Source: an optimization exercise on an open RTL-to-GDS flow (aim: small area). Production flows keep margins and buffers that such runs may drop.
The RTL was checked by simulation tests, not by an equivalence proof against the original design.
No activity file was given, so power comes from the tool's default toggle rates.

// skinny_core
module skinny_core (
   input  logic               clk,
   input  logic               rst,
   input  logic               start,
   input  skinny_pkg::block_t plaintext,
   input  skinny_pkg::block_t tk1,
   input  skinny_pkg::block_t tk2,
   input  skinny_pkg::block_t tk3,
   output skinny_pkg::block_t ciphertext,
   output logic               busy,
   output logic               done
);
Size: about 650 I/O pins.
==> flow/config.mk <==
export PLATFORM = sky130hd
export DESIGN_NAME = skinny_core
export DESIGN_NICKNAME = skinny_core
export VERILOG_FILES = /design/flow/design.v
export SDC_FILE = /design/flow/constraint.sdc
export NUM_CORES = 4
export LEC_CHECK = 0
export CAP_MARGIN = 20
export CORE_MARGIN = 2
export CORE_UTILIZATION = 50
export PLACE_DENSITY = 0.65
export SLEW_MARGIN = 20
==> flow/constraint.sdc <==
create_clock -name core_clock -period 4.0 [get_ports {clk}]
set_input_delay 0.8000 -clock core_clock [delete_from_list [all_inputs] [get_ports {clk}]]
set_output_delay 0.8000 -clock core_clock [all_outputs]
set_load 0.01 [all_outputs]
standard.sh (not shown) runs the stock make flow with config.mk's settings and CLKGATE_MAP_FILE= SYNTH_SCRIPT=/design/flow/synth_recipe.tcl, a recipe that flattens the netlist after the stock synthesis.
==> flow/flow/run.sh <==
#!/bin/bash
# The standard layout (standard.sh) with three changes:
#  - synthesis maps logic with an area-oriented ABC script (flow/abc_area.script);
#    everything else in synthesis, flip-flop mapping included, is the standard one
#  - port buffers use the smallest buffer cell
#  - clock tree built from small clock buffers, without dummy loads
set -euo pipefail
W=$(pwd)
cat > my_synth.tcl <<TCL
proc abc {args} {
  set i [lsearch -exact \$args -script]
  if { \$i >= 0 } { lset args [expr {\$i + 1}] $W/flow/abc_area.script }
  yosys abc {*}\$args
}
source $W/synth_recipe.tcl
TCL
sed "s#SYNTH_SCRIPT=[^ ]*#SYNTH_SCRIPT=$W/my_synth.tcl#" standard.sh > my_standard.sh
grep -q "SYNTH_SCRIPT=$W/my_synth.tcl" my_standard.sh
export BUFFER_PORTS_ARGS="-buffer_cell sky130_fd_sc_hd__buf_1"
export CTS_ARGS="-sink_clustering_enable -repair_clock_nets -buf_list sky130_fd_sc_hd__clkbuf_8 -root_buf sky130_fd_sc_hd__clkbuf_8 -sink_clustering_size 20 -sink_clustering_max_diameter 60 -dont_use_dummy_load"
bash my_standard.sh > standard.log 2>&1
==> flow/flow/abc_area.script <==
strash
dch
amap
topo
Rerun with:
--- a/flow/flow/run.sh
+++ b/flow/flow/run.sh
@@ -19,3 +19,3 @@
 export BUFFER_PORTS_ARGS="-buffer_cell sky130_fd_sc_hd__buf_1"
-export CTS_ARGS="-sink_clustering_enable -repair_clock_nets -buf_list sky130_fd_sc_hd__clkbuf_8 -root_buf sky130_fd_sc_hd__clkbuf_8 -sink_clustering_size 20 -sink_clustering_max_diameter 60 -dont_use_dummy_load"
+export CTS_ARGS="-sink_clustering_enable -repair_clock_nets -buf_list sky130_fd_sc_hd__clkbuf_8 -root_buf sky130_fd_sc_hd__clkbuf_8 -sink_clustering_size 16 -sink_clustering_max_diameter 60 -dont_use_dummy_load"
 bash my_standard.sh > standard.log 2>&1
=>
- routed wire length goes up by 0.37%
- non-clock buffer count does not change
- power rose by 0.79%
- setup slack degrades by 0.0073 ns
- global-route usage barely changes
- worst hold slack gains 0.012 ns
- clock skew is lower by 0.0085 ns

---

## sierra
The RTL this note starts from:
==> flow/design.v <==
package skinny_pkg;
   typedef logic [127:0] block_t;
   typedef logic [31:0]  row_t;
   typedef logic [7:0]   cell_t;
   typedef logic [5:0]   rc_t;
   typedef logic [4:0]   phase_t;
   localparam int NUM_CELLS = 16;
   localparam rc_t RC_INIT = 6'h01;   
   localparam rc_t RC_LAST = 6'h0a;   
   localparam phase_t PH_LAST = 5'd30;
   function automatic rc_t rc_next(rc_t rc);
      rc_next = {rc[4:0], ~(rc[5] ^ rc[4])};
   endfunction
endpackage
`timescale 1ns/1ps
module skinny_sbox8 (
   input  skinny_pkg::cell_t si,
   output skinny_pkg::cell_t so
);
   logic [7:0] a;
   function automatic logic nx(logic x, logic y, logic z);
      nx = ~(x | y) ^ z;
   endfunction
   assign a[0] = nx(si[7], si[6], si[4]);
   assign a[1] = nx(si[3], si[2], si[0]);
   assign a[2] = nx(si[2], si[1], si[6]);
   assign a[3] = nx(a[0],  a[1],  si[5]);
   assign a[4] = nx(a[1],  si[3], si[1]);
   assign a[5] = nx(a[2],  a[3],  si[7]);
   assign a[6] = nx(a[3],  a[0],  si[3]);
   assign a[7] = nx(a[4],  a[5],  si[2]);
   assign so = {a[3], a[0], a[1], a[6], a[4], a[2], a[5], a[7]};
endmodule
`timescale 1ns/1ps
module skinny_round (
   input  logic               clk,
   input  logic               load,
   input  logic               col,
   input  logic [3:0]         colk,
   input  logic [3:1]         rot,
   input  skinny_pkg::block_t plaintext,
   input  skinny_pkg::cell_t  rk0,    
   input  skinny_pkg::cell_t  rk1,    
   input  skinny_pkg::rc_t    rc,
   output skinny_pkg::block_t state
);
   skinny_pkg::cell_t x [4];
   skinny_pkg::cell_t y [4];
   skinny_pkg::cell_t z [4];
   skinny_pkg::cell_t o [4];
   skinny_pkg::block_t pt_rot;
   genvar r;
   for (r = 0; r < 4; r = r + 1) begin : g_sbox
      assign x[r] = state[127-32*r -: 8];
      skinny_sbox8 sbox_i (
         .si (x[r]),
         .so (y[r])
      );
   end
   assign z[0] = y[0] ^ rk0 ^ {4'h0, colk[0] ? rc[3:0] : 4'h0};
   assign z[1] = y[1] ^ rk1 ^ {6'h0, colk[1] ? rc[5:4] : 2'h0};
   assign z[2] = y[2] ^ {6'h0, colk[2], 1'b0};
   assign z[3] = y[3];
   assign o[1] = z[0];
   assign o[2] = z[1] ^ z[2];
   assign o[3] = z[0] ^ z[2];
   assign o[0] = z[3] ^ o[3];
   assign pt_rot[127:96] = plaintext[127:96];
   assign pt_rot[95:64]  = {plaintext[71:64], plaintext[95:72]};
   assign pt_rot[63:32]  = {plaintext[47:32], plaintext[63:48]};
   assign pt_rot[31:0]   = {plaintext[23:0],  plaintext[31:24]};
   always_ff @(posedge clk) begin
      if (load) begin
         state <= pt_rot;
      end else begin
         if (col) state[127:96] <= {state[119:96], o[0]};
         if (col | rot[1]) state[95:64] <= {state[87:64], col ? o[1] : state[95:88]};
         if (col | rot[2]) state[63:32] <= {state[55:32], col ? o[2] : state[63:56]};
         if (col | rot[3]) state[31:0]  <= {state[23:0],  col ? o[3] : state[31:24]};
      end
   end
endmodule
`timescale 1ns/1ps
module skinny_tweakey #(
   parameter int LFSR = 0   
) (
   input  logic               clk,
   input  logic               load,
   input  logic               lfsr_en,
   input  skinny_pkg::block_t tk_in,
   output skinny_pkg::cell_t  tap0,
   output skinny_pkg::cell_t  tap6,
   output skinny_pkg::cell_t  tap12
);
   localparam logic [63:0] SIGMA = {4'd0, 4'd8, 4'd2, 4'd10, 4'd4, 4'd12, 4'd6, 4'd14,
                                    4'd5, 4'd13, 4'd3, 4'd11, 4'd7, 4'd15, 4'd1, 4'd9};
   localparam skinny_pkg::block_t PMASK = {8{8'h00, 8'hff}};
   skinny_pkg::block_t ring_q;
   skinny_pkg::block_t ring;   
   skinny_pkg::block_t ring_in;
   skinny_pkg::cell_t  fb;
   function automatic skinny_pkg::cell_t lane_lfsr(skinny_pkg::cell_t c);
      case (LFSR)
         2:       lane_lfsr = {c[6:0], c[7] ^ c[5]};
         3:       lane_lfsr = {c[0] ^ c[6], c[7:1]};
         default: lane_lfsr = c;
      endcase
   endfunction
   genvar i;
   for (i = 0; i < skinny_pkg::NUM_CELLS; i = i + 1) begin : g_in
      assign ring_in[127-8*i -: 8] = tk_in[127-8*SIGMA[63-4*i -: 4] -: 8];
   end
   assign fb = lfsr_en ? lane_lfsr(ring[127:120]) : ring[127:120];
   always_ff @(posedge clk) begin
      if (load) ring_q <= ring_in ^ PMASK;
      else      ring_q <= {ring[119:0], fb} ^ PMASK;
   end
   assign ring = ring_q ^ PMASK;
   assign tap0  = ring[127:120];
   assign tap6  = ring[79:72];
   assign tap12 = ring[31:24];
endmodule
`timescale 1ns/1ps
module skinny_ctrl (
   input  logic            clk,
   input  logic            rst,
   input  logic            start,
   output logic            load,
   output logic            col,      
   output logic [3:0]      colk,     
   output logic [3:1]      rot,      
   output logic            lfsr_en,
   output skinny_pkg::rc_t rc,
   output logic            busy,
   output logic            done
);
   skinny_pkg::phase_t t;
   logic last;
   logic pre;
   assign load = start & ~busy;   
   assign last = (rc == skinny_pkg::RC_LAST);
   assign colk[0] = busy & (t == 5'd0);
   assign colk[1] = busy & (t == 5'd14);
   assign colk[2] = busy & (t == 5'd18);
   assign colk[3] = busy & (t == 5'd26);
   assign col     = |colk;
   assign pre    = busy & ~last;
   assign rot[1] = pre & (t >= 5'd28);
   assign rot[2] = pre & (t >= 5'd29);
   assign rot[3] = pre & (t == 5'd30);
   assign lfsr_en = t[0] & ~t[4];
   always_ff @(posedge clk) begin
      if (rst) begin
         busy <= 1'b0;
         done <= 1'b0;
      end else begin
         done <= 1'b0;
         if (load) begin
            busy <= 1'b1;
         end else if (colk[3] && last) begin
            busy <= 1'b0;
            done <= 1'b1;
         end
      end
   end
   always_ff @(posedge clk) begin
      if (load) begin
         t  <= '0;
         rc <= skinny_pkg::RC_INIT;
      end else if (t == skinny_pkg::PH_LAST) begin
         t  <= '0;
         rc <= skinny_pkg::rc_next(rc);
      end else begin
         t  <= t + 1'b1;
      end
   end
endmodule
`timescale 1ns/1ps
module skinny_core (
   input  logic               clk,
   input  logic               rst,
   input  logic               start,
   input  skinny_pkg::block_t plaintext,
   input  skinny_pkg::block_t tk1,
   input  skinny_pkg::block_t tk2,
   input  skinny_pkg::block_t tk3,
   output skinny_pkg::block_t ciphertext,
   output logic               busy,
   output logic               done
);
   logic              load;
   logic              col;
   logic [3:0]        colk;
   logic [3:1]        rot;
   logic              lfsr_en;
   skinny_pkg::rc_t   rc;
   skinny_pkg::cell_t t1_0, t1_6, t1_12;
   skinny_pkg::cell_t t2_0, t2_6, t2_12;
   skinny_pkg::cell_t t3_0, t3_6, t3_12;
   skinny_pkg::cell_t rk0;
   skinny_pkg::cell_t rk1;
   skinny_ctrl ctrl_i (
      .clk     (clk),
      .rst     (rst),
      .start   (start),
      .load    (load),
      .col     (col),
      .colk    (colk),
      .rot     (rot),
      .lfsr_en (lfsr_en),
      .rc      (rc),
      .busy    (busy),
      .done    (done)
   );
   skinny_tweakey #(.LFSR(0)) tk1_i (
      .clk (clk), .load (load), .lfsr_en (lfsr_en), .tk_in (tk1),
      .tap0 (t1_0), .tap6 (t1_6), .tap12 (t1_12)
   );
   skinny_tweakey #(.LFSR(2)) tk2_i (
      .clk (clk), .load (load), .lfsr_en (lfsr_en), .tk_in (tk2),
      .tap0 (t2_0), .tap6 (t2_6), .tap12 (t2_12)
   );
   skinny_tweakey #(.LFSR(3)) tk3_i (
      .clk (clk), .load (load), .lfsr_en (lfsr_en), .tk_in (tk3),
      .tap0 (t3_0), .tap6 (t3_6), .tap12 (t3_12)
   );
   assign rk0 = t1_0 ^ t2_0 ^ t3_0;
   assign rk1 = (colk[1] | colk[2]) ? (t1_6 ^ t2_6 ^ t3_6) : (t1_12 ^ t2_12 ^ t3_12);
   skinny_round round_i (
      .clk       (clk),
      .load      (load),
      .col       (col),
      .colk      (colk),
      .rot       (rot),
      .plaintext (plaintext),
      .rk0       (rk0),
      .rk1       (rk1),
      .rc        (rc),
      .state     (ciphertext)
   );
endmodule
Settings: LEC_CHECK=0, CAP_MARGIN=20, CORE_MARGIN=2, CORE_UTILIZATION=55, PLACE_DENSITY=0.7, SLEW_MARGIN=20; clock period 4.0 ns.
==> flow/flow/run.sh <==
#!/bin/bash
export BUFFER_PORTS_ARGS="-buffer_cell sky130_fd_sc_hd__buf_1"
bash standard.sh > standard.log 2>&1
Inputs modified between sierra and garnet:
# sierra
export LEC_CHECK = 0
export CAP_MARGIN = 20
export CORE_MARGIN = 2
export CORE_UTILIZATION = 55
export PLACE_DENSITY = 0.7
export SLEW_MARGIN = 20
create_clock -name core_clock -period 4.0 [get_ports {clk}]
# garnet
export LEC_CHECK = 0
export CAP_MARGIN = 20
export CORE_MARGIN = 2
export CORE_UTILIZATION = 50
export PLACE_DENSITY = 0.65
export SLEW_MARGIN = 20
create_clock -name core_clock -period 4.0 [get_ports {clk}]
==> flow/flow/run.sh <==
#!/bin/bash
# The standard layout (standard.sh) with three changes:
#  - synthesis maps logic with an area-oriented ABC script (flow/abc_area.script);
#    everything else in synthesis, flip-flop mapping included, is the standard one
#  - port buffers use the smallest buffer cell
#  - clock tree built from small clock buffers, without dummy loads
set -euo pipefail
W=$(pwd)
cat > my_synth.tcl <<TCL
proc abc {args} {
  set i [lsearch -exact \$args -script]
  if { \$i >= 0 } { lset args [expr {\$i + 1}] $W/flow/abc_area.script }
  yosys abc {*}\$args
}
source $W/synth_recipe.tcl
TCL
sed "s#SYNTH_SCRIPT=[^ ]*#SYNTH_SCRIPT=$W/my_synth.tcl#" standard.sh > my_standard.sh
grep -q "SYNTH_SCRIPT=$W/my_synth.tcl" my_standard.sh
export BUFFER_PORTS_ARGS="-buffer_cell sky130_fd_sc_hd__buf_1"
export CTS_ARGS="-sink_clustering_enable -repair_clock_nets -buf_list sky130_fd_sc_hd__clkbuf_8 -root_buf sky130_fd_sc_hd__clkbuf_8 -sink_clustering_size 16 -sink_clustering_max_diameter 60 -dont_use_dummy_load"
bash my_standard.sh > standard.log 2>&1
==> flow/flow/abc_area.script (new file) <==
strash
dch
amap
topo
Notes after the runs:
- In garnet, relative contribution of combinational cells to total power is lower than in sierra.
- Of garnet and sierra, it is garnet that has the lower peak ir drop on the vdd network.
- Compared with sierra, garnet shows a higher post-route minimum period.

==> afterwards: timing with drivers on the ports <==
How much do the figures lean on ideal ports? The routed layouts below were timed once more, with nothing changed but the port constraints.
Step 1, drivers: a clkbuf_16 drives clk and a buf_2 each remaining input, both assumed.
Step 2 moves the port delays by t, midway between the first and last clock arrival at a register: inputs arrive t later, outputs are due t later. That takes back most of the time a late clock gives input paths.
a / b / c = ideal / step 1 / step 2; a / b = the first two.
run	t, ns	setup WS [ns]	hold slack, ns	worst setup path at the end
the first run of note 1	0.603	0.339 / 0.339 / 0.339	0.362 / 0.343 / 0.362	register to register
the second run of note 1	0.601	0.331 / 0.331 / 0.331	0.374 / 0.360 / 0.415	register to register
sierra	0.649	0.900 / 0.900 / 0.900	0.366 / 0.336 / 0.400	register to register
garnet	0.610	0.812 / 0.812 / 0.812	0.378 / 0.356 / 0.400	register to register
After both steps every run listed still meets setup and hold.
